Background: an optimization exercise with open tools, aiming at small area, a short achievable clock period and few clock cycles. Do not read the settings as production practice.
In this exercise RTL edits were held to simulation tests only and were not proved equivalent to the original.
Power is estimated from default activity; no workload was simulated.

## flow/design.v (module list and top-level ports; edited modules follow where they fit)
// module mod509_reduce: 35 lines
// module fast_add: 35 lines
// module fast_gt: 26 lines
// module inv_table: 870 lines
// module series_sorter: 33 lines
// module sp_top: 140 lines
module sp_top
(
	input  logic         clk,
	input  logic         rst_n,
	input  sp_pkg::series_beat_t in_beat,
	input  sp_pkg::sp_mode_t     in_mode,
	output sp_pkg::series_beat_t out_beat
);
  // ...
==> flow/flow/run.sh <==
#!/bin/bash
# Layout: the standard flow (standard.sh) with two changes to how the
# layout is made; the SDC, so the clock period and I/O constraints, is
# the standard flow's own and unchanged.
#  1. Synthesis is the standard script except that the inverse table
#     (module inv_table) is mapped by ABC for area (flow/lut_area.script)
#     before the standard ABC call maps the rest. Registers are untouched.
#  2. ORFS's timing repair aims at slack beyond the design's period, so
#     that it sizes up the longest paths.
# Usage: bash flow/run.sh [make target]   (default finish)
set -euo pipefail
here=$(pwd)
target=${1:-finish}

# synthesis script: synth_recipe.tcl sourcing a copy of ORFS's synth.tcl
# with one extra ABC call for the table module
sed "/^ *log_cmd abc {\*}\$abc_args/i\\
  log_cmd abc -script $here/flow/lut_area.script {*}[lrange \$abc_args 2 end] inv_table" \
  "$FLOW_HOME/scripts/synth.tcl" > "$here/synth_lut.tcl"
grep -q "lut_area.script" "$here/synth_lut.tcl"
sed "s#\$::env(SCRIPTS_DIR)/synth.tcl#$here/synth_lut.tcl#" "$here/synth_recipe.tcl" > "$here/synth_recipe_lut.tcl"
grep -q "synth_lut.tcl" "$here/synth_recipe_lut.tcl"

# run the synth target with that script, then the standard flow on top
make_cmd=$(grep -m1 '^make -C' "$here/standard.sh" | sed -e "s#SYNTH_SCRIPT=[^ ]*#SYNTH_SCRIPT=$here/synth_recipe_lut.tcl#" -e 's#"\${@:-finish}"##')
eval "$make_cmd synth" > "$here/synth_lut.log" 2>&1

export SETUP_SLACK_MARGIN=6.7
bash "$here/standard.sh" "$target" > "$here/standard.log" 2>&1
==> flow/flow/lut_area.script <==
strash
&get -n
&dch -f
&nf -R 1000
&put
==> flow/standard.sh <==
#!/bin/bash
# synth_recipe.tcl (not shown) runs the flow's synth.tcl, then flattens the netlist and writes it again
# the make line also repeats each setting of config.mk as NAME=value (left out here)
make -C /OpenROAD-flow-scripts/flow DESIGN_CONFIG=/design/flow/config.mk WORK_HOME=/design/flow/orfs CLKGATE_MAP_FILE= SYNTH_SCRIPT=/design/flow/synth_recipe.tcl "${@:-finish}"
==> flow/config.mk <==
export PLATFORM = sky130hd
export DESIGN_NAME = sp_top
export DESIGN_NICKNAME = sp_top
export VERILOG_FILES = /design/flow/design.v
export SDC_FILE = /design/flow/constraint.sdc
export NUM_CORES = 4
export LEC_CHECK = 0
export CAP_MARGIN = 20
export CORE_MARGIN = 2
export CORE_UTILIZATION = 40
export CTS_BUF_LIST = sky130_fd_sc_hd__clkbuf_8
export PLACE_DENSITY = 0.45
export SLEW_MARGIN = 20
export SYNTH_HIERARCHICAL = 1
==> flow/constraint.sdc <==
create_clock -name core_clock -period 10.0 [get_ports {clk}]
set_input_delay 2.0000 -clock core_clock [delete_from_list [all_inputs] [get_ports {clk}]]
set_output_delay 2.0000 -clock core_clock [all_outputs]
set_load 0.01 [all_outputs]
==> flow_metrics.tcl, run 1 <==
set metrics [dict create \
    first_pass_grt_wire_length_microns 61400 \
    max_stage_delay_ps 520 \
    timing_worst_setup_path_type "register to register" \
    setup_total_negative_slack_ps 0 \
    grt_usage 0.289 \
    wl_met2_microns 17800 \
    floorplan.tapcells 341 \
    cts.root.buffer_cell "sky130_fd_sc_hd__clkbuf_8" \
    utilization 0.504 \
    h-tree-depth 4 \
    antennaDiodeCount 1 \
    area_delta_synth_final_pct 24.8 \
    grtUsageMet1 0.391 \
    timing.critical_path.max_delay_family "adder cells" \
    crit_path_max_fanout 4 \
    hold_end "a[2][5]" \
    synth_common_cells "sky130_fd_sc_hd__nand2_1, sky130_fd_sc_hd__ha_1, sky130_fd_sc_hd__edfxtp_1, sky130_fd_sc_hd__nor2_1, sky130_fd_sc_hd__a21oi_1" \
    seq_area_frac 0.293 \
    design.die.area_sq_mm 0.0284 \
    multiInputCombCellCount 911 \
    run_status "no timing/DRC/antenna violations" \
    worst_setup_hold_path_clk_slew_ps 110 \
    die_height_microns 169 \
    max_rail_drop_vdd_mv 0.172 \
    globalRouteMet3Util 0.0613 \
    cts_max_path_buffers 2 \
    synth.top_cells.by_area "sky130_fd_sc_hd__edfxtp_1, sky130_fd_sc_hd__ha_1, sky130_fd_sc_hd__dfxtp_1, sky130_fd_sc_hd__mux2_2, sky130_fd_sc_hd__a21oi_1" \
    final.fill_count 2497 \
    drt_first_pass_iters 5 \
    yosys.cell_count.top_type "sky130_fd_sc_hd__nand2_1" \
    cts-hold-fix-buffers 0 \
    via_per_inst 6.30 \
    clock_power_share 0.099 \
    route.vias.total 10400 \
    regToRegEndpoint "out_d[8]" \
    postLayoutSetupSlackWorst_ps 6710 \
    final_common_cell "sky130_fd_sc_hd__nand2_1" \
    multi_input_comb_area_sq_mm 0.00711 \
]
Testbench counts, summed over its fixed seeds: cycles 6,624.
==> run 2, diff against run 1 <==
--- a/flow/config.mk
+++ b/flow/config.mk
@@ -9,5 +9,4 @@
 export CORE_MARGIN = 2
 export CORE_UTILIZATION = 40
-export CTS_BUF_LIST = sky130_fd_sc_hd__clkbuf_8
 export PLACE_DENSITY = 0.45
 export SLEW_MARGIN = 20
==> flow_metrics.tcl, run 2 <==
set metrics [dict create \
    route.detailed.wl_per_inst_microns 25.4 \
    worst_hold_path.num_cells 0 \
    synth.top_cells.by_area "sky130_fd_sc_hd__edfxtp_1, sky130_fd_sc_hd__ha_1, sky130_fd_sc_hd__dfxtp_1, sky130_fd_sc_hd__mux2_2, sky130_fd_sc_hd__a21oi_1" \
    grt_overflow_total 0 \
    combinational_share_of_power 0.629 \
    timing_worst_setup_path_type "register to register" \
    timing.clock.skew_ps 23.4 \
    drive_gt1_frac 0.236 \
    synth_top_family_by_area "compound AO/OA/AOI/OAI gates" \
    grt_usage 0.284 \
    ff2ff_setup_slack_ps 6680 \
    cts.root.buffer_cell "sky130_fd_sc_hd__clkbuf_16" \
    synth-simple-area-share 0.154 \
    timing.critical_path.max_delay_family "adder cells" \
    first_pass_grt_wire_length_microns 60500 \
    critical_path_buf_inv_count 0 \
    multiplexer_share_of_the_synthesized_area 0.0601 \
    synth_compound_gate_area_share 0.204 \
    dp_hpwl_microns 27600 \
    max-cap-violations 0 \
    leakage_nw 5.37 \
    grt_antenna_before_repair 1 \
    initial_utilization 0.404 \
    setup_total_negative_slack_ps 0 \
    globalplace.congestion 1.01 \
    yosys.cell_types.count 92 \
    numCtsBuffers 17 \
    period_minus_slack_ps 3320 \
    crit_path_max_fanout 6 \
    synth.cell_area_sq_mm 0.0108 \
    synth-seq-cells 144 \
    h-tree-depth 4 \
    grt_max_degree 48 \
    period_share 0.332 \
    post-route-drc-count 0 \
    final_common_cell "sky130_fd_sc_hd__nand2_1" \
    reg.largest.list "a x50, sort_inst.ent x45, q2 x10" \
    cp.arrival_ps 3640 \
    netlist.area_leader.share 0.269 \
    layout.nets 1403 \
    powerDensity_mw_per_mm2 359 \
    p_total_mw 4.84 \
    largest_register_ff_count 50 \
    cp.required_ps 10310 \
    design.die.area_sq_mm 0.0284 \
    synth_largest_area_cell "sky130_fd_sc_hd__edfxtp_1" \
    multi_input_comb_area_sq_mm 0.00700 \
    cts_sink_count 144 \
    route.vias.total 10300 \
    crit_path_cell_trace "ha_2, fa_2, a211oi_4, o21a_2, o21ai_1, fa_1, xor2_1, mux2_4, or2_4, nor4_4, xnor2_1, o21ai_2" \
    synth_fa_ha_area_frac 0.137 \
    max_flop_register "a" \
    syn_nets 1291 \
    placement_rows 60 \
    sequential_cell_area_sq_mm 0.00396 \
    yosys_warnings 19 \
    via_per_inst 6.30 \
    reg2regPathDepth 12 \
    clock_tree_from_tritoncts "done" \
    final.fill_count 2514 \
    yosys.cell_count.top_type "sky130_fd_sc_hd__nand2_1" \
    post_synth_edffs 97 \
    unrepaired_setup_endpoints_after_global_routing "yes" \
    die_height_microns 169 \
    critical_path.endpoint_type "register" \
    timing.final.max_slew_violations 0 \
    cp_slowest_cell "sky130_fd_sc_hd__edfxtp_1" \
    report.final.setup_viol 0 \
    register_area_share_after_synthesis 0.360 \
    grt_pass1_vias 9808 \
    critical_path_start_type "register" \
    syn-mean-instance-area_sq_um 9.30 \
    dr.first_iter.drc_count 1088 \
    area_delta_synth_final_pct 24.6 \
    swShare 0.454 \
    cts_max_path_buffers 2 \
    die_w_microns 169 \
    clock_power_share 0.133 \
    worst_setup_hold_path_clk_slew_ps 80 \
    most_frequent_cells_in_the_layout "sky130_fd_sc_hd__nand2_1, sky130_fd_sc_hd__edfxtp_1, sky130_fd_sc_hd__ha_1" \
    max_stage_delay_ps 500 \
    p_seq_frac 0.239 \
    port_bufs 23 \
    switchingPower_mw 2.20 \
    cells_after_synth 1164 \
    max_rail_drop_vdd_mv 0.182 \
    synth_common_cells "sky130_fd_sc_hd__nand2_1, sky130_fd_sc_hd__ha_1, sky130_fd_sc_hd__edfxtp_1, sky130_fd_sc_hd__nor2_1, sky130_fd_sc_hd__a21oi_1" \
    drt_first_pass_iters 6 \
    synth-xor-area-share 0.0427 \
    num_io_pins 24 \
    relSlewSlack 0.146 \
    min-delay-start "a[1][5]" \
    synth_top_flop_cell "sky130_fd_sc_hd__edfxtp_1" \
    postSynth.asyncResetShare 0.0694 \
    drt-total-wl_microns 41400 \
    clock.fmax_ghz 0.301 \
    postRouteAntennaNets 0 \
    min-delay-path-class "register to register" \
    hold_end "a[2][5]" \
    final_hold_viol_count 0 \
    run_status "no timing/DRC/antenna violations" \
    fp.coreArea_sq_mm 0.0268 \
    regToRegStartpoint "a[4][0]" \
    worst_skew_pair.late_latency_ps 430 \
    worstMarginPinSlew_ps 1270 \
    cts-hold-fix-buffers 0 \
    regToRegEndpoint "out_d[8]" \
    internal-power_mw 2.64 \
]
[run 2: layout make-up]
type                    count  share of cell area
multi-input cells         911               0.518
flip-flops and latches    144               0.293
repair buffers            109              0.0814
well taps                 341              0.0316
clock buffers              17              0.0315
inverters                  93              0.0312
clock inverters            15              0.0122
diodes                      1            0.000185
[run 2: worst max-delay path by stage]
stage	depth (start not counted)	from	slack, ps	end
6_report	12	a[4][0]	6680	out_d[8]
5_1_grt	13	q2[1]	6540	out_d[8]
4_1_cts	10	a[4][0]	6640	out_d[8]
3_5_place_dp	13	q2[2]	5720	out_d[1]
3_3_place_gp	13	q2[2]	5370	out_d[1]
2_1_floorplan	18	idx1[5]	6710	q2[3]
[run 2: layer usage]
layer  wire, microns  GRT usage  vias up
met1           17400      0.380     4856
met5              13          0        -
met2           17800      0.436      655
met3            3890     0.0624      174
li1                -          -     4582
met4            2300      0.138        2
[run 2: through the flow]
step	util	worst slack [ps]	instances	hold WS (ps)	instance area (sq um)
after detailed placement	0.432	5720	1526	405	11600
after floorplan	-	6710	1164	400	10900
final	0.504	6680	1631	405	13500
after global placement	0.432	5370	1526	401	11600
after CTS	0.481	6640	1595	403	12900
after global routing	0.503	6540	1630	409	13500
[run 2: cells by family after synthesis]
kind of cell	Yosys count
AO/OA/AOI/OAI	341
AND/OR/NAND/NOR	346
buffers and inverters	109
adder cells (fa/ha/maj)	113
multiplexers	58
XOR/XNOR	52
flip-flops	144
other	1
[run 2: what timing repair did]
action | 4_1_cts | 5_1_grt
cloned | 1 | 4
gates resized for setup | 119 | 82
setup buffers | 36 | 31
endpoints found under the setup margin | 39 | 27
pin swaps | 23 | 34
[run 2: power by group through the flow]
stage	sequential [mW]	combinational, mW	clock (mW)
6_report	1.15	3.04	0.643
5_1_grt	1.18	3.33	0.681
4_1_cts	1.17	2.80	0.659
3_5_place_dp	1.19	2.56	0
3_3_place_gp	1.18	2.58	0
2_1_floorplan	1.12	1.91	0
[run 2: modules after synthesis, one instance, submodules excluded, a selection]
module	copies in the design	cell area (sq um)	flip-flops and latches
sp_top	1	4100	99
mod509_reduce	1	500	0
inv_table	1	2580	0
series_sorter	1	1870	45
[run 2: worst register-to-register path, delay by kind of cell (launching register included)]
kind	cells	cell delay [ps]
adders and majority gates	3	990
AOI/OAI and AO/OA	4	550
and+or+nand+nor	2	550
DFF	1	500
xor gates and xnor gates	2	330
muxes	1	300
==> run 3, diff against run 2 <==
--- a/flow/config.mk
+++ b/flow/config.mk
@@ -8,6 +8,6 @@
 export CAP_MARGIN = 20
 export CORE_MARGIN = 2
-export CORE_UTILIZATION = 40
-export PLACE_DENSITY = 0.45
+export CORE_UTILIZATION = 50
+export PLACE_DENSITY = 0.6
 export SLEW_MARGIN = 20
 export SYNTH_HIERARCHICAL = 1
==> flow_metrics.tcl, run 3 <==
set metrics [dict create \
    dp_hpwl_microns 24800 \
    final_hold_viol_count 0 \
    timing.clock.skew_ps 14.5 \
    design.die.area_sq_mm 0.0229 \
    max_rail_drop_vdd_mv 0.198 \
    register_area_share_after_synthesis 0.360 \
    cp.required_ps 10290 \
    critical_path_buf_inv_count 2 \
    postRouteAntennaNets 0 \
    h-tree-depth 4 \
    cts_sink_count 144 \
    area_delta_synth_final_pct 24.1 \
    route.detailed.wl_per_inst_microns 24.7 \
    drt_first_pass_iters 13 \
    antennaDiodeCount 0 \
    synth-seq-cells 144 \
    report.final.setup_viol 0 \
    worst_skew_pair.late_latency_ps 430 \
    grt_antenna_before_repair 0 \
    run_status "no timing/DRC/antenna violations" \
    route.vias.total 10400 \
    worst_setup_hold_path_clk_slew_ps 70 \
    final_common_cell "sky130_fd_sc_hd__nand2_1" \
    critical-path-top-cell-by-count "sky130_fd_sc_hd__o21ai_0" \
    relSlewSlack 0.299 \
    setup_total_negative_slack_ps 0 \
    crit_path_cell_trace "clkinv_8, buf_12, nor2_1, o21ai_0, a21oi_1, o32a_1, o21ai_0, o311ai_2, o21ai_0, nand2_1, o211ai_1, xor2_1, o21ai_1, mux2i_1" \
    dr.first_iter.drc_count 1582 \
    die_w_microns 151 \
    largest_register_ff_count 50 \
    fp.coreArea_sq_mm 0.0212 \
    grt_overflow_total 0 \
    yosys.cell_count.top_type "sky130_fd_sc_hd__nand2_1" \
    port_bufs 23 \
    die_height_microns 151 \
    timing_worst_setup_path_type "register to register" \
    syn-mean-instance-area_sq_um 9.30 \
    reg.largest.list "a x50, sort_inst.ent x45, q2 x10" \
    num_io_pins 24 \
    yosys.cell_types.count 92 \
    grt_usage 0.337 \
    postSynth.asyncResetShare 0.0694 \
    synth_common_cells "sky130_fd_sc_hd__nand2_1, sky130_fd_sc_hd__ha_1, sky130_fd_sc_hd__edfxtp_1, sky130_fd_sc_hd__nor2_1, sky130_fd_sc_hd__a21oi_1" \
    worstMarginPinSlew_ps 1050 \
    synth_top_flop_cell "sky130_fd_sc_hd__edfxtp_1" \
    cells_after_synth 1164 \
    min-delay-path-class "register to register" \
    most_frequent_cells_in_the_layout "sky130_fd_sc_hd__nand2_1, sky130_fd_sc_hd__edfxtp_1, sky130_fd_sc_hd__ha_1" \
    critical_path_start_type "register" \
    powerDensity_mw_per_mm2 354 \
    syn_nets 1291 \
    grt_pass1_vias 9718 \
    clock.fmax_ghz 0.298 \
    cp.arrival_ps 3640 \
    layout.nets 1405 \
    clock_tree_from_tritoncts "done" \
    post_synth_edffs 97 \
    via_per_inst 6.64 \
    timing.critical_path.max_delay_family "compound AO/OA/AOI/OAI gates" \
    unrepaired_setup_endpoints_after_global_routing "yes" \
    max_flop_register "a" \
    numPlacedInstances 1455 \
    first_pass_grt_wire_length_microns 57300 \
    synth_largest_area_cell "sky130_fd_sc_hd__edfxtp_1" \
    cts.root.buffer_cell "sky130_fd_sc_hd__clkbuf_16" \
    whs_ps 411 \
    leakage_nw 5.40 \
    fin_area_sq_mm 0.0134 \
    period_minus_slack_ps 3350 \
    netlist.area_leader.share 0.269 \
    yosys_warnings 19 \
    placement_rows 53 \
    crit_path_max_fanout 6 \
    globalplace.congestion 1.08 \
    finalNonFillerCells 1566 \
    max-cap-violations 0 \
    initial_utilization 0.512 \
    cp_slowest_cell "sky130_fd_sc_hd__nor2_1" \
    grt_max_degree 60 \
    synth.top_cells.by_area "sky130_fd_sc_hd__edfxtp_1, sky130_fd_sc_hd__ha_1, sky130_fd_sc_hd__dfxtp_1, sky130_fd_sc_hd__mux2_2, sky130_fd_sc_hd__a21oi_1" \
    cts-hold-fix-buffers 0 \
    post-route-drc-count 0 \
    max_stage_delay_ps 540 \
    placed_cell_area_sq_mm 0.0115 \
    numCtsBuffers 17 \
    critical_path.endpoint_type "register" \
    drive_gt1_frac 0.239 \
    cts_max_path_buffers 2 \
    period_share 0.335 \
    drt-total-wl_microns 38700 \
    timing.final.max_slew_violations 0 \
    synth.cell_area_sq_mm 0.0108 \
]
==> run 3: cell count changes in the layout (fill, tap and decap cells not counted), moves of 3 or more <==
cell	delta
sky130_fd_sc_hd__inv_8	-3
sky130_fd_sc_hd__buf_4	+5
sky130_fd_sc_hd__dlygate4sd2_1	-3
sky130_fd_sc_hd__o31ai_2	+3
sky130_fd_sc_hd__buf_6	-4
sky130_fd_sc_hd__o31ai_1	-3
sky130_fd_sc_hd__inv_6	+3
sky130_fd_sc_hd__clkinv_8	-3
==> run 3: final cells by class <==
| type | count | area [sq um] |
|---|---|---|
| fillers | 1729 | 7710 |
| multi-input cells | 911 | 7010 |
| flip-flops and latches | 144 | 3960 |
| repair buffers | 111 | 1110 |
| inverters | 93 | 448 |
| clock buffers | 17 | 425 |
| well taps | 275 | 344 |
| clock inverters | 15 | 146 |
==> run 3: path summary, 6_finish.rpt <==
path | from | endpoint | slack (ps) | cells after the start
worst max-delay path | idx1[3] | q2[4] | 6650 | 14
worst min-delay path | a[1][5] | a[2][5] | 410 | 0
worst max register to register | idx1[3] | q2[4] | 6650 | 14
worst min register to register | a[1][5] | a[2][5] | 410 | 0
max in group asynchronous | rst_n | cnt1[0] | 7810 | 1
min in group asynchronous | rst_n | k3[1] | 1880 | 1
==> run 3: Yosys stat by module, one instance, submodules excluded, a selection <==
module	flops+latches	times used	cells inside	cell area, sq um
sp_top	99	1	321	4100
inv_table	0	1	442	2580
series_sorter	45	1	95	1870
mod509_reduce	0	1	75	500
==> run 3: routing by layer <==
layer | part of all wire | global-route usage | vias up
li1 | - | - | 4591
met1 | 0.39 | 0.442 | 4851
met2 | 0.42 | 0.515 | 704
met3 | 0.11 | 0.0904 | 259
met4 | 0.071 | 0.167 | 0
met5 | 0 | 0 | -
==> run 3: cells by family after synthesis <==
family	after synthesis	share of synthesized area
buffers and inverters	109	0.0414
other	1	0.000346
XOR/XNOR	52	0.0427
flip-flops	144	0.360
adder cells (fa/ha/maj)	113	0.137
AND/OR/NAND/NOR	346	0.154
AO/OA/AOI/OAI	341	0.204
multiplexers	58	0.0601
==> run 3: timing repair <==
item	4_1_cts	5_1_grt
setup buffers	53	22
gates cloned	2	2
pin swaps	24	36
resized for setup	111	85
endpoints found under the setup margin	32	29
==> run 3: power by group <==
group / internal [mW] / switching (mW)
clock network: 0.350 / 0.279
registers: 0.962 / 0.161
logic: 1.33 / 1.67
==> run 3: metrics by stage <==
stage	util	setup WS [ps]	power [mW]
4_1_cts	0.611	6690	4.54
3_5_place_dp	0.541	5560	3.62
3_3_place_gp	0.541	5680	3.59
5_1_grt	0.636	6500	5.08
6_report	0.636	6650	4.76
2_1_floorplan	-	6710	3.03
==> module fast_add, before the edit <==
module fast_add #(parameter int W = 10)
(
	input  logic [W-1:0] a,
	input  logic [W-1:0] b,
	output logic [W:0]   s
);
	localparam int L = $clog2(W);
	logic [W-1:0] p;
	logic [W-1:0] g [0:L];
	logic [W-1:0] pp [0:L];
	assign p = a ^ b;
	assign g[0] = a & b;
	assign pp[0] = p;
	generate
		for (genvar l = 0; l < L; l++) begin : lvl
			for (genvar i = 0; i < W; i++) begin : bit_i
				if (((i >> l) & 1) == 1) begin : comb
					localparam int J = ((i >> l) << l) - 1;
					assign g[l+1][i] = g[l][i] | (pp[l][i] & g[l][J]);
					assign pp[l+1][i] = pp[l][i] & pp[l][J];
				end else begin : pass
					assign g[l+1][i] = g[l][i];
					assign pp[l+1][i] = pp[l][i];
				end
			end
		end
	endgenerate
	assign s[0] = p[0];
	generate
		for (genvar i = 1; i < W; i++) begin : sum_i
			assign s[i] = p[i] ^ g[L][i-1];
		end
	endgenerate
	assign s[W] = g[L][W-1];
endmodule
==> module sp_top, before the edit <==
module sp_top
(
	input  logic         clk,
	input  logic         rst_n,
	input  sp_pkg::series_beat_t in_beat,
	input  sp_pkg::sp_mode_t     in_mode,
	output sp_pkg::series_beat_t out_beat
);
	localparam logic [2:0] LAST = 3'(6 - 1);
	logic v1;
	logic [2:0] cnt1;
	logic [7:0] idx1;
	logic sgn1;
	logic [8:0] u1;
	logic [8:0] u_in;
	sp_pkg::sp_mode_t mode_r;
	always_ff @(posedge clk or negedge rst_n) begin
		if (!rst_n) begin
			v1 <= 1'b0;
			cnt1 <= '0;
		end else begin
			v1 <= in_beat.valid;
			if (in_beat.valid)
				cnt1 <= (cnt1 == LAST) ? '0 : cnt1 + 3'd1;
		end
	end
	assign u_in = in_beat.data + 9'd1;
	always_ff @(posedge clk) begin
		sgn1 <= u_in[8];
		idx1 <= u_in[7:0] ^ {8{u_in[8]}};
		if (in_beat.valid && cnt1 == '0)
			mode_r <= in_mode;
	end
	logic v2;
	logic idle;
	logic from_in;
	logic sort_nx;
	logic [8:0] u_nx;
	logic [8:0] w_nx;
	logic [8:0] u2;
	logic [9:0] q2;
	logic [8:0] inv1;
	assign idle = (cnt1 == '0) && !v1;
	assign from_in = idle || !mode_r.inv_en;
	assign sort_nx = idle ? in_mode.sort_en : mode_r.sort_en;
	logic [8:0] t1;
	assign u1 = {sgn1, idx1 ^ {8{sgn1}}};
	inv_table tab_inst (
		.i7(idx1[7]), .i6(idx1[6]), .i5(idx1[5]), .i4(idx1[4]),
		.i3(idx1[3]), .i2(idx1[2]), .i1(idx1[1]), .i0(idx1[0]),
		.t8(t1[8]), .t7(t1[7]), .t6(t1[6]), .t5(t1[5]), .t4(t1[4]),
		.t3(t1[3]), .t2(t1[2]), .t1(t1[1]), .t0(t1[0])
	);
	assign inv1 = t1 ^ {9{sgn1}};
	assign u_nx = from_in ? u_in : u1;
	assign w_nx = from_in ? u_in : inv1;
	always_ff @(posedge clk or negedge rst_n) begin
		if (!rst_n)
			v2 <= 1'b0;
		else if (idle)
			v2 <= in_beat.valid && !in_mode.inv_en;
		else
			v2 <= mode_r.inv_en ? v1 : in_beat.valid;
	end
	always_ff @(posedge clk) begin
		u2 <= u_nx;
		q2 <= sort_nx ? {1'b0, w_nx} : {w_nx, 1'b0};
	end
	logic [2:0] k3;
	logic dr;
	logic sort;
	logic sh;
	logic last_in;
	logic out_v;
	logic [8:0] out_d;
	logic [9:0] uw;
	logic [9:0] a [0:6-2];
	logic [8:0] s_head;
	logic head_gt;
	logic [10:0] t_a;
	logic [10:0] t_b;
	logic [10:0] t_sum;
	logic [8:0] r;
	assign sort = mode_r.sort_en;
	assign sh = dr || (sort && v2);
	assign last_in = sort && v2 && (k3 == LAST);
	assign uw = 10'(u2) + q2;
	series_sorter sort_inst (
		.clk      (clk),
		.shift    (sh),
		.drain    (dr),
		.count    (k3),
		.din      (q2[8:0]),
		.head_gt  (head_gt),
		.head     (s_head)
	);
	always_ff @(posedge clk) begin
		if (sh) begin
			a[0] <= uw;
			for (int i = 1; i < 6 - 2; i++)
				a[i] <= a[i-1];
		end
		if (sh)
			a[6-2] <= a[6-3];
		else if (!sort_nx)
			a[6-2] <= 10'(u_nx);
	end
	fast_add #(.W(10)) add_a (.a(a[6-2]), .b(10'(s_head)), .s(t_a));
	fast_add #(.W(10)) add_b (.a(a[6-2]), .b(q2), .s(t_b));
	assign t_sum = (sort && (dr || head_gt)) ? t_a : t_b;
	mod509_reduce red_inst (
		.t (t_sum),
		.r (r)
	);
	always_ff @(posedge clk or negedge rst_n) begin
		if (!rst_n) begin
			k3 <= '0;
			dr <= 1'b0;
			out_v <= 1'b0;
		end else begin
			out_v <= dr || (v2 && (!sort || k3 == LAST));
			if (dr) begin
				if (k3 == LAST) begin
					dr <= 1'b0;
					k3 <= '0;
				end else begin
					k3 <= k3 + 3'd1;
				end
			end else if (last_in) begin
				dr <= 1'b1;
				k3 <= 3'd1;
			end else if (sort && v2) begin
				k3 <= k3 + 3'd1;
			end
		end
	end
	always_ff @(posedge clk)
		out_d <= r;
	assign out_beat = {out_v, out_d};
endmodule
==> run 4, diff against run 3 <==
--- a/flow/design.v
+++ b/flow/design.v
@@ -47,10 +47,11 @@
 	end
 endmodule
-module fast_add #(parameter int W = 10)
+module fast_add
 (
-	input  logic [W-1:0] a,
-	input  logic [W-1:0] b,
-	output logic [W:0]   s
+	input  logic [9:0]  a,
+	input  logic [9:0]  b,
+	output logic [10:0] s
 );
+	localparam int W = 10;
 	localparam int L = $clog2(W);
 	logic [W-1:0] p;
@@ -1121,6 +1122,6 @@
 			a[6-2] <= 10'(u_nx);
 	end
-	fast_add #(.W(10)) add_a (.a(a[6-2]), .b(10'(s_head)), .s(t_a));
-	fast_add #(.W(10)) add_b (.a(a[6-2]), .b(q2), .s(t_b));
+	fast_add add_a (.a(a[6-2]), .b(10'(s_head)), .s(t_a));
+	fast_add add_b (.a(a[6-2]), .b(q2), .s(t_b));
 	assign t_sum = (sort && (dr || head_gt)) ? t_a : t_b;
 	mod509_reduce red_inst (
--- a/flow/flow/run.sh
+++ b/flow/flow/run.sh
@@ -16,5 +16,5 @@
 # with one extra ABC call for the table module
 sed "/^ *log_cmd abc {\*}\$abc_args/i\\
-  log_cmd abc -script $here/flow/lut_area.script {*}[lrange \$abc_args 2 end] inv_table" \
+  log_cmd abc -script $here/flow/lut_area.script {*}[lrange \$abc_args 2 end] inv_table fast_add" \
   "$FLOW_HOME/scripts/synth.tcl" > "$here/synth_lut.tcl"
 grep -q "lut_area.script" "$here/synth_lut.tcl"
--- a/flow/config.mk
+++ b/flow/config.mk
@@ -8,6 +8,6 @@
 export CAP_MARGIN = 20
 export CORE_MARGIN = 2
-export CORE_UTILIZATION = 50
-export PLACE_DENSITY = 0.6
+export CORE_UTILIZATION = 40
+export PLACE_DENSITY = 0.45
 export SLEW_MARGIN = 20
 export SYNTH_HIERARCHICAL = 1
==> flow_metrics.tcl, run 4 <==
set metrics [dict create \
    period_minus_slack_ps 3380 \
    numPlacedInstances 1515 \
    whs_ps 415 \
    fin_area_sq_mm 0.0132 \
    timing.clock.skew_ps 11.7 \
    globalplace.congestion 1.07 \
    die_height_microns 168 \
    synth_largest_area_cell "sky130_fd_sc_hd__edfxtp_1" \
    worst_hold_path.num_cells 0 \
    utilization 0.504 \
    initial_utilization 0.409 \
    via_per_inst 6.28 \
    routed.top_layer "met4" \
    postLayoutSetupSlackWorst_ps 6620 \
    cp.arrival_ps 3660 \
    postRouteAntennaNets 0 \
    synth.cell_area_sq_mm 0.0107 \
    critical_path_start_type "register" \
    yosys_warnings 19 \
    max_stage_delay_ps 370 \
    grt_overflow_total 0 \
    cts.root.buffer_cell "sky130_fd_sc_hd__clkbuf_16" \
    finalNonFillerCells 1615 \
    netlist.area_leader.share 0.272 \
    placed_cell_area_sq_mm 0.0114 \
    reg.largest.list "a x50, sort_inst.ent x45, q2 x10" \
    worst_slack_at_placement_ps 5750 \
    crit_path_cell_trace "buf_12, buf_4, buf_4, buf_4, ha_1, nor2_1, a21oi_1, o211ai_1, a21oi_1, o32a_1, o21ai_0, o311ai_2, o21ai_0, nand2_1, o211ai_1, xor2_1, o21ai_1, mux2i_1" \
    first_pass_grt_wire_length_microns 60300 \
    drt-total-wl_microns 40700 \
    final.fill_count 2428 \
    grt_max_degree 60 \
    crit_path_max_fanout 6 \
    period_share 0.338 \
    design.die.area_sq_mm 0.0281 \
    grt_usage 0.285 \
    register_area_share_after_synthesis 0.364 \
    leakage_nw 5.28 \
    multi_input_comb_area_sq_mm 0.00681 \
    min-delay-start "a[2][1]" \
    critical-path-top-cell-by-count "sky130_fd_sc_hd__buf_4" \
    dr.first_iter.drc_count 1259 \
    dp_hpwl_microns 27200 \
    sequential_cell_area_sq_mm 0.00396 \
    relSlewSlack 0.304 \
    area_delta_synth_final_pct 23.3 \
    layout.nets 1393 \
    report.final.setup_viol 0 \
    most_frequent_cells_in_the_layout "sky130_fd_sc_hd__nand2_1, sky130_fd_sc_hd__edfxtp_1, sky130_fd_sc_hd__ha_1" \
    numCtsBuffers 17 \
    yosys.cell_count.top_type "sky130_fd_sc_hd__nand2_1" \
    max-cap-violations 0 \
    cts_max_path_buffers 2 \
    synth.top_cells.by_area "sky130_fd_sc_hd__edfxtp_1, sky130_fd_sc_hd__ha_1, sky130_fd_sc_hd__dfxtp_1, sky130_fd_sc_hd__mux2_2, sky130_fd_sc_hd__a21oi_1" \
    worst_setup_hold_path_clk_slew_ps 70 \
    drt_first_pass_iters 5 \
    ff2ff_setup_slack_ps 6620 \
    dr_wl_met3_microns 3850 \
    max_flop_register "a" \
    yosys.cell_types.count 88 \
    die_w_microns 168 \
    critical_path.endpoint_type "register" \
    setup_total_negative_slack_ps 0 \
    wl_met2_microns 17600 \
    timing.final.max_slew_violations 0 \
    timing_worst_setup_path_type "register to register" \
    cells_after_synth 1158 \
    regToRegStartpoint "idx1[0]" \
    route.detailed.wl_per_inst_microns 25.2 \
    num_io_pins 24 \
    route.vias.total 10100 \
    clock_tree_from_tritoncts "done" \
    final_common_cell "sky130_fd_sc_hd__nand2_1" \
    cp_slowest_cell "sky130_fd_sc_hd__dfxtp_4" \
    hold_end "a[3][1]" \
    synth_common_cells "sky130_fd_sc_hd__nand2_1, sky130_fd_sc_hd__ha_1, sky130_fd_sc_hd__edfxtp_1, sky130_fd_sc_hd__nor2_1, sky130_fd_sc_hd__a21oi_1" \
    synth_top_flop_cell "sky130_fd_sc_hd__edfxtp_1" \
    clock.fmax_ghz 0.296 \
    unrepaired_setup_endpoints_after_global_routing "yes" \
    placement_rows 59 \
    p_total_mw 4.64 \
    worstMarginPinSlew_ps 1040 \
    post_synth_edffs 97 \
    post-route-drc-count 0 \
    syn_nets 1285 \
    max_rail_drop_vdd_mv 0.145 \
    final_hold_viol_count 0 \
    powerDensity_mw_per_mm2 351 \
    largest_register_ff_count 50 \
    synth-seq-cells 144 \
    run_status "no timing/DRC/antenna violations" \
    reg2regPathDepth 18 \
    met1_length_microns 17000 \
    postSynth.asyncResetShare 0.0694 \
    cp.required_ps 10280 \
    drive_gt1_frac 0.229 \
    min-delay-path-class "register to register" \
    regToRegEndpoint "q2[4]" \
    cts-hold-fix-buffers 0 \
    fp.coreArea_sq_mm 0.0262 \
    port_bufs 23 \
    grt_pass1_vias 9703 \
    grt_antenna_before_repair 1 \
    cts_sink_count 144 \
    worst_skew_pair.late_latency_ps 430 \
    h-tree-depth 4 \
    syn-mean-instance-area_sq_um 9.26 \
]
-- run 4: critical path, delay by kind of cell (launching register included) --
family          cells  cell delay [ps]
compound gates      9             1530
buf+inv             4              510
flops               1              370
fa+ha+maj           1              370
simple gates        2              190
xor+xnor            1              160
mux                 1               90
-- run 4: how the worst max path moves through the flow --
stage | startpoint | endpoint
finish | idx1[0] | q2[4]
global route | idx1[0] | q2[3]
CTS | idx1[0] | q2[3]
detailed placement | in_beat[0] | a[4][6]
global placement | idx1[6] | q2[1]
floorplan | idx1[5] | q2[3]
-- run 4: logic make-up (layout without fill, tap and decap cells) --
family / count (synthesis) / in the layout / synth area share
fa+ha+maj: 113 / 113 / 0.138
simple gates: 348 / 348 / 0.155
other cells: 1 / 2 / 0.000350
mux: 58 / 58 / 0.0607
flops: 144 / 144 / 0.364
compound gates: 329 / 329 / 0.195
xor+xnor: 54 / 54 / 0.0448
buf+inv: 111 / 232 / 0.0425
-- run 4: area by class of cell --
cell class | instances | area share
clock inverters | 15 | 0.0126
diodes | 1 | 0.000189
repair buffers | 105 | 0.0768
well taps | 335 | 0.0317
inverters | 95 | 0.0315
clock buffers | 17 | 0.0322
flip-flops and latches | 144 | 0.300
multi-input cells | 903 | 0.515
-- run 4: repair_timing --
action / in CTS / in global routing
resized for setup: 103 / 79
pin swaps: 15 / 32
buffers inserted: 32 / 32
endpoints found under the hold margin: 0 / 0
cloned: 1 / 2
setup endpoints to repair: 35 / 29
-- run 4: routing by layer --
layer	global-route usage	vias to the layer above
met5	0	-
met4	0.143	0
met3	0.0685	181
met2	0.433	641
met1	0.381	4795
li1	-	4532
-- run 4: power by group --
part           switching, mW  total (mW)  internal [mW]
sequential             0.165        1.13          0.962
combinational           1.63        2.86           1.22
clock                  0.296       0.653          0.356
-- run 4: per-module statistics from Yosys, one instance, submodules excluded, a selection --
module	cells	area [sq um]
fast_add	40	344
inv_table	442	2580
mod509_reduce	75	500
sp_top	321	4100
series_sorter	95	1870
Testbench counts of run 4, summed over its fixed seeds: cycles 6,624.

-- afterwards: timing with drivers on the ports --
In the flow no input, the clock included, has a driving cell. The finished layouts below were timed again as built, in two steps. Step 1 assumes that a clkbuf_16 drives the clock port and a buf_2 every other input. Step 2 moves the port delays by t, midway between the first and last clock arrival at a register: inputs arrive t later, outputs are due t later. That takes back most of the time a late clock gives input paths. Slacks: ideal / step 1 / step 2; pairs: ideal / step 1.
run	t (ns)	setup slack, ns	clock arrival spread, ns	worst slew at a driven data input, ns
run 1	0.485	6.708 / 6.708 / 6.275	0.030 / 0.031	0.06
run 2	0.464	6.676 / 6.676 / 6.383	0.023 / 0.023	0.06
run 3	0.472	6.649 / 6.649 / 6.374	0.019 / 0.019	0.06
run 4	0.468	6.624 / 6.624 / 6.309	0.012 / 0.012	0.07
After both steps every run listed still meets setup and hold. The setup slack of run 1, which loses most, moves by 0.000 ns with the drivers and by -0.433 ns with both steps.
